Context: an optimization exercise on an open-source flow, tuned for small area, a short achievable clock period and few clock cycles per item. The choices shown serve that exercise and are no tape-out recipe. Where RTL was checked, it was by simulation tests only, not by an equivalence proof against the original. Power is estimated from default activity; no workload was simulated.

==> inputs of run a <==
// yuv2rgb_top
module yuv2rgb_top
(
	input logic CLOCK_50_I,
	input logic resetn,
	input logic in_valid,
	output logic in_ready,
	input logic [7:0] y,
	input logic [7:0] u,
	input logic [7:0] v,
	output logic out_valid,
	input logic out_ready,
	output logic [7:0] r,
	output logic [7:0] g,
	output logic [7:0] b
);
clock: 8.0 ns
lec_check: 0
cap_margin: 20
core_margin: 2
core_utilization: 40
setup_slack_margin: 4.35
slew_margin: 20
synth_hierarchical: 1
tns_end_percent: 0
standard.sh (not shown) runs the stock make flow with config.mk's settings and CLKGATE_MAP_FILE= SYNTH_SCRIPT=/design/flow/synth_recipe.tcl, a recipe that flattens the netlist after the stock synthesis.
==> flow/flow/run.sh <==
#!/bin/bash
# The standard layout (standard.sh: ORFS synthesis to final layout), with one
# change: the buffers that buffer_ports puts on every input and output port are
# plain sky130_fd_sc_hd__buf_1 cells instead of the default (a slow delay
# buffer).  Every port still gets its own buffer; the resizer may resize them.
set -euo pipefail
bash standard.sh "BUFFER_PORTS_ARGS=-buffer_cell sky130_fd_sc_hd__buf_1" finish > flow_standard.log 2>&1
==> inputs of run b, as changes to run a <==
--- a/flow/config.mk
+++ b/flow/config.mk
@@ -6,9 +6,9 @@
 export NUM_CORES = 4
 export LEC_CHECK = 0
+export ABC_AREA = 1
 export CAP_MARGIN = 20
 export CORE_MARGIN = 2
 export CORE_UTILIZATION = 40
-export SETUP_SLACK_MARGIN = 4.35
+export SETUP_SLACK_MARGIN = 4.3
 export SLEW_MARGIN = 20
 export SYNTH_HIERARCHICAL = 1
-export TNS_END_PERCENT = 0
==> inputs of run c, as changes to run a <==
--- a/flow/config.mk
+++ b/flow/config.mk
@@ -12,3 +12,2 @@
 export SLEW_MARGIN = 20
 export SYNTH_HIERARCHICAL = 1
-export TNS_END_PERCENT = 0
==> run summary <==
|  | run b | run c | run a |
|---|---|---|---|
| Status | no timing/DRC/antenna violations | no timing/DRC/antenna violations | no timing/DRC/antenna violations |
| Part of the total power dissipated in combinational logic | 0.711 | 0.710 | 0.709 |
| Global-route wire length before repair | 40000 um | 34200 um | 33100 um |
| Timing-limited maximum frequency | 272 MHz | 276 MHz | 273 MHz |
| Detailed Routing Iterations Pass 1 | 5 | 4 | 6 |
| Area added between synthesis and finish | 15.7% | 17.7% | 14.9% |
| Compound-Gate Fraction of Synth Area | 0.0814 | 0.103 | 0.103 |
| Top fanout value on the critical path | 5 | 3 | 8 |
| #MultiIn Comb | 986 | 708 | 707 |
| Number of buffers added for setup after CTS | 38 | 51 | 46 |
| Hold slack final | 514 ps | 484 ps | 481 ps |
| Path depth of the worst reg2reg path | 17 | 13 | 12 |
| Met1 Track Usage GR | 0.240 | 0.231 | 0.230 |
| Sequential fraction of total cell area | 0.175 | 0.195 | 0.199 |
| Dpl cells | 1896 | 1285 | 1285 |
| Most common cell after layout, fill and taps aside | nand2_1 | inv_1 | inv_1 |
| Shortest period the worst path allows | 3680 ps | 3620 ps | 3660 ps |
| Height of the chip | 166 um | 156 um | 156 um |
| Routed vias | 8689 | 6504 | 6359 |
Testbench counts of run a, summed over its fixed seeds: cycles 32,016, pixels 32,000.
Testbench counts of run b, summed over its fixed seeds: cycles 32,016, pixels 32,000.
Testbench counts of run c, summed over its fixed seeds: cycles 32,016, pixels 32,000.

* * *

==> wip/juniper <==
Another version of the RTL of yuv2rgb_top (not shown whole).
export LEC_CHECK = 0
export CAP_MARGIN = 20
export CORE_MARGIN = 2
export CORE_UTILIZATION = 40
export CTS_BUF_LIST = sky130_fd_sc_hd__clkbuf_4 sky130_fd_sc_hd__clkbuf_8
export SETUP_SLACK_MARGIN = 4.3
export SLEW_MARGIN = 20
export SYNTH_HIERARCHICAL = 1
create_clock -name core_clock -period 8.0 [get_ports {CLOCK_50_I}]
Scripts as last shown in full above: flow/flow/run.sh
==> wip/pepper (differences from wip/juniper) <==
--- a/flow/config.mk
+++ b/flow/config.mk
@@ -8,6 +8,6 @@
 export CAP_MARGIN = 20
 export CORE_MARGIN = 2
-export CORE_UTILIZATION = 40
-export CTS_BUF_LIST = sky130_fd_sc_hd__clkbuf_4 sky130_fd_sc_hd__clkbuf_8
+export CORE_UTILIZATION = 60
+export PLACE_DENSITY = 0.75
 export SETUP_SLACK_MARGIN = 4.3
 export SLEW_MARGIN = 20
==> results.py <==
metrics = {
    "finish": {
        "final-clk-cell-share": 0.0225,
    },
    "floorplanning": {
        "fp.coreArea_um2": 22800,
    },
    "timing": {
        "slew_headroom": 0.400,
        "fin_crit_ps": 3680,
    },
    "clock_network": {
        "post_cts_buffers": 49,
    },
    "pwr": {
        "p_leak_nw": 4.60,
    },
    "outcome": {
        "outcome": "no timing/DRC/antenna violations",
    },
    "global_route": {
        "use_met1": 0.216,
    },
    "worst_setup_path": {
        "cp.arrival_ps": 3810,
    },
}
-- figures above: wip/juniper

==> results.py <==
metrics = {
    "outcome": {
        "outcome": "no timing/DRC/antenna violations",
    },
    "timing": {
        "fin_crit_ps": 3640,
        "slew_headroom": 0.393,
    },
    "global_route": {
        "grt_max_degree": 40,
        "use_met1": 0.340,
        "antenna_found_initial": 0,
    },
    "finish": {
        "final-clk-cell-share": 0.0330,
        "drive_gt1_frac": 0.217,
    },
    "clock_network": {
        "post_cts_buffers": 48,
        "cts_sinks": 74,
    },
    "floorplanning": {
        "num_io_pins": 54,
        "fp.coreArea_um2": 15200,
    },
    "pwr": {
        "p_leak_nw": 4.65,
    },
}
-- figures above: wip/pepper

Testbench counts of wip/juniper, summed over its fixed seeds: cycles 32,016, pixels 32,000.
Testbench counts of wip/pepper, summed over its fixed seeds: cycles 32,016, pixels 32,000.

* * *

==> inputs of delta <==
yuv2rgb_top again, from the RTL that the note above started with.
Settings: LEC_CHECK=0, CAP_MARGIN=20, CORE_MARGIN=2, CORE_UTILIZATION=40, SETUP_SLACK_MARGIN=4.2, SLEW_MARGIN=20, SYNTH_HIERARCHICAL=1; clock period 8.0 ns.
Scripts as last shown in full above: flow/flow/run.sh
==> garnet: changes against delta <==
--- a/flow/config.mk
+++ b/flow/config.mk
@@ -8,6 +8,6 @@
 export CAP_MARGIN = 20
 export CORE_MARGIN = 2
 export CORE_UTILIZATION = 40
-export SETUP_SLACK_MARGIN = 4.2
+export SETUP_SLACK_MARGIN = 4.3
 export SLEW_MARGIN = 20
 export SYNTH_HIERARCHICAL = 1
==> summary of the runs <==
In sequential power, delta and garnet hardly differ.
In garnet the worst setup slack is better than in delta, by 120 ps.
In die area, garnet and delta do not differ.
Between delta and garnet, the lower sequential share of layout area is in garnet (gap 0.59 points).
In garnet the clock power is larger than in delta, by 6.1%.
In delta the wire length is smaller than in garnet, by 0.32%.
Between delta and garnet, the lower core utilization is in delta (gap 1.4 points).
Testbench counts of delta, summed over its fixed seeds: cycles 32,016, pixels 32,000.
Testbench counts of garnet, summed over its fixed seeds: cycles 32,016, pixels 32,000.

* * *

==> inputs of trial 77 <==
Another version of the RTL of yuv2rgb_top (not shown whole).
export LEC_CHECK = 0
export CAP_MARGIN = 20
export CORE_MARGIN = 2
export CORE_UTILIZATION = 40
export SETUP_SLACK_MARGIN = 4.3
export SLEW_MARGIN = 20
export SYNTH_HIERARCHICAL = 1
create_clock -name core_clock -period 8.0 [get_ports {CLOCK_50_I}]
Scripts as last shown in full above: flow/flow/run.sh
==> trial 49: changes against trial 77 <==
--- a/flow/design.v
+++ b/flow/design.v
@@ -14,22 +14,19 @@
 	input logic out_ready,
 	output logic [7:0] r,
 	output logic [7:0] g,
 	output logic [7:0] b
 );
 	logic a_valid, b_ready;
 	logic [7:0] ua, va;
-	logic r_s, rq_s;
-	logic [1:0] r_o, rq_o;
+	logic r_s, r_o, rq_s, rq_o;
 	logic [7:0] r_c, rq_c;
-	logic g_s, gq_s;
-	logic [1:0] g_o, gq_o;
+	logic g_s, g_o, gq_s, gq_o;
 	logic [7:0] g_c, gq_c;
-	logic b_s, bq_s;
-	logic [1:0] b_o, bq_o;
+	logic b_s, b_o, bq_s, bq_o;
 	logic [7:0] b_c, bq_c;
 	assign b_ready = !out_valid || out_ready;
 	assign in_ready = !a_valid || b_ready;
 	always_ff @(posedge CLOCK_50_I or negedge resetn)
 		if (!resetn) a_valid <= 1'b0;
 		else if (in_ready) a_valid <= in_valid;
 	logic [22:0] yp, ypa;
@@ -1822,34 +1819,34 @@
 	logic n782;
 	pfx_a21oi ng584 (.a(n630), .b(n773), .c(n631), .y(n782));
 	logic n783;
 	pfx_nand2 ng585 (.a(n630), .b(n775), .y(n783));
 	logic n784;
 	pfx_o21ai ng586 (.a(n783), .b(n721), .c(n782), .y(n784));
 	assign r_s = n253;
-	assign r_o = {n248, n242};
+	assign r_o = n248 | n242;
 	assign r_c = {n234, n226, n218, n214, n208, n202, n198, n195};
 	assign g_s = ~n548;
-	assign g_o = {~n543, ~n537};
+	assign g_o = ~n543 | ~n537;
 	assign g_c = {~n529, ~n521, ~n513, ~n509, ~n503, ~n497, ~n492, ~n490};
 	assign b_s = ~n781;
-	assign b_o = {n778, n772};
+	assign b_o = n778 | n772;
 	assign b_c = {n763, n756, n749, n743, n735, n730, n724, n722};
 	always_ff @(posedge CLOCK_50_I or negedge resetn)
 		if (!resetn) out_valid <= 1'b0;
 		else if (b_ready) out_valid <= a_valid;
 	always_ff @(posedge CLOCK_50_I)
 		if (a_valid && b_ready) begin
 			rq_s <= r_s; rq_o <= r_o; rq_c <= r_c;
 			gq_s <= g_s; gq_o <= g_o; gq_c <= g_c;
 			bq_s <= b_s; bq_o <= b_o; bq_c <= b_c;
 		end
-	assign r = rq_s ? 8'd0 : (|rq_o) ? 8'd255 : rq_c;
-	assign g = gq_s ? 8'd0 : (|gq_o) ? 8'd255 : gq_c;
-	assign b = bq_s ? 8'd0 : (|bq_o) ? 8'd255 : bq_c;
+	assign r = rq_s ? 8'd0 : rq_o ? 8'd255 : rq_c;
+	assign g = gq_s ? 8'd0 : gq_o ? 8'd255 : gq_c;
+	assign b = bq_s ? 8'd0 : bq_o ? 8'd255 : bq_c;
 endmodule
 module csa_fa (input logic a, input logic b, input logic c, output logic s, output logic co);
 	assign s = a ^ b ^ c;
 	assign co = (a & b) | (a & c) | (b & c);
 endmodule
 module pfx_inv (input logic a, output logic y);
 	assign y = ~a;
==> flow/flow/run.sh (replaced) <==
#!/bin/bash
# The standard layout (standard.sh: ORFS synthesis to final layout), with one
# change: the buffers that buffer_ports puts on every input and output port are
# plain sky130_fd_sc_hd__buf_2 cells instead of the default (a slow delay
# buffer).  Every port still gets its own buffer; the resizer may resize them.
set -euo pipefail
bash standard.sh "BUFFER_PORTS_ARGS=-buffer_cell sky130_fd_sc_hd__buf_2" finish > flow_standard.log 2>&1
==> flow/config.mk (replaced) <==
export PLATFORM = sky130hd
export DESIGN_NAME = yuv2rgb_top
export DESIGN_NICKNAME = yuv2rgb_top
export VERILOG_FILES = /design/flow/design.v
export SDC_FILE = /design/flow/constraint.sdc
export NUM_CORES = 4
export LEC_CHECK = 0
export CAP_MARGIN = 20
export CORE_MARGIN = 2
export CORE_UTILIZATION = 40
export SETUP_SLACK_MARGIN = 3.5
export SLEW_MARGIN = 20
export SYNTH_HIERARCHICAL = 1
==> results.yml <==
status:
  status: "no timing/DRC/antenna violations"
pwr:
  p_total_mw: 4.242
  vdd_drop_max_v: 0.0002268
final_layout:
  nMultiInputCombCells: 694
  seqCellArea_um2: 2212
drt:
  finalWirelength_um: 19260
synth:
  syn_area_per_cell_um2: 9.550
  synth_edf_count: 72
sta:
  min_period_ps: 3803
  fmax_ghz: 0.2629
the above is filed under trial 77

==> results.yml <==
pwr:
  vdd_drop_max_v: 0.0001872
  p_total_mw: 3.788
final_layout:
  nMultiInputCombCells: 697
sta:
  finalMaxSlewViolations: 0
  fmax_ghz: 0.2396
status:
  status: "no timing/DRC/antenna violations"
synth:
  syn_area_per_cell_um2: 9.313
the above is filed under trial 49

Testbench counts of trial 77, summed over its fixed seeds: cycles 32,016, pixels 32,000.
No functional check of the RTL was part of trial 49.

-- port drivers added, routing unchanged --
No port has a modelled driver above. Below, the same layouts with a new extraction and two added sets of constraints. Step 1, drivers: a clkbuf_16 drives CLOCK_50_I and a buf_2 each remaining input, both assumed. Step 2 moves the port delays by t, midway between the first and last clock arrival at a register: inputs arrive t later, outputs are due t later. That takes back most of the time a late clock gives input paths. Slacks: ideal / step 1 / step 2; pairs: ideal / step 1.
run | shift t [ns] | setup slack, ns | worst setup path after step 2 | pins driven straight from the clock port
run a | 0.398 | 4.344 / 4.348 / 3.970 | input to register | 1
run b | 0.384 | 4.318 / 4.316 / 3.932 | input to register | 1
run c | 0.393 | 4.380 / 4.355 / 4.015 | input to register | 1
wip/juniper | 0.402 | 4.323 / 4.316 / 3.914 | input to register | 1
wip/pepper | 0.392 | 4.357 / 4.353 / 3.962 | input to register | 1
delta | 0.391 | 4.251 / 4.275 / 3.884 | input to register | 1
garnet | 0.386 | 4.373 / 4.354 / 3.985 | input to register | 1
trial 77 | 0.397 | 4.197 / 4.197 / 3.986 | input to register | 1
trial 49 | 0.385 | 3.826 / 3.826 / 3.812 | input to register | 1
After both steps setup and hold are still met in every run listed. For wip/juniper, which loses most, drivers alone change the setup slack by -0.007 ns; drivers and shift together by -0.409 ns.
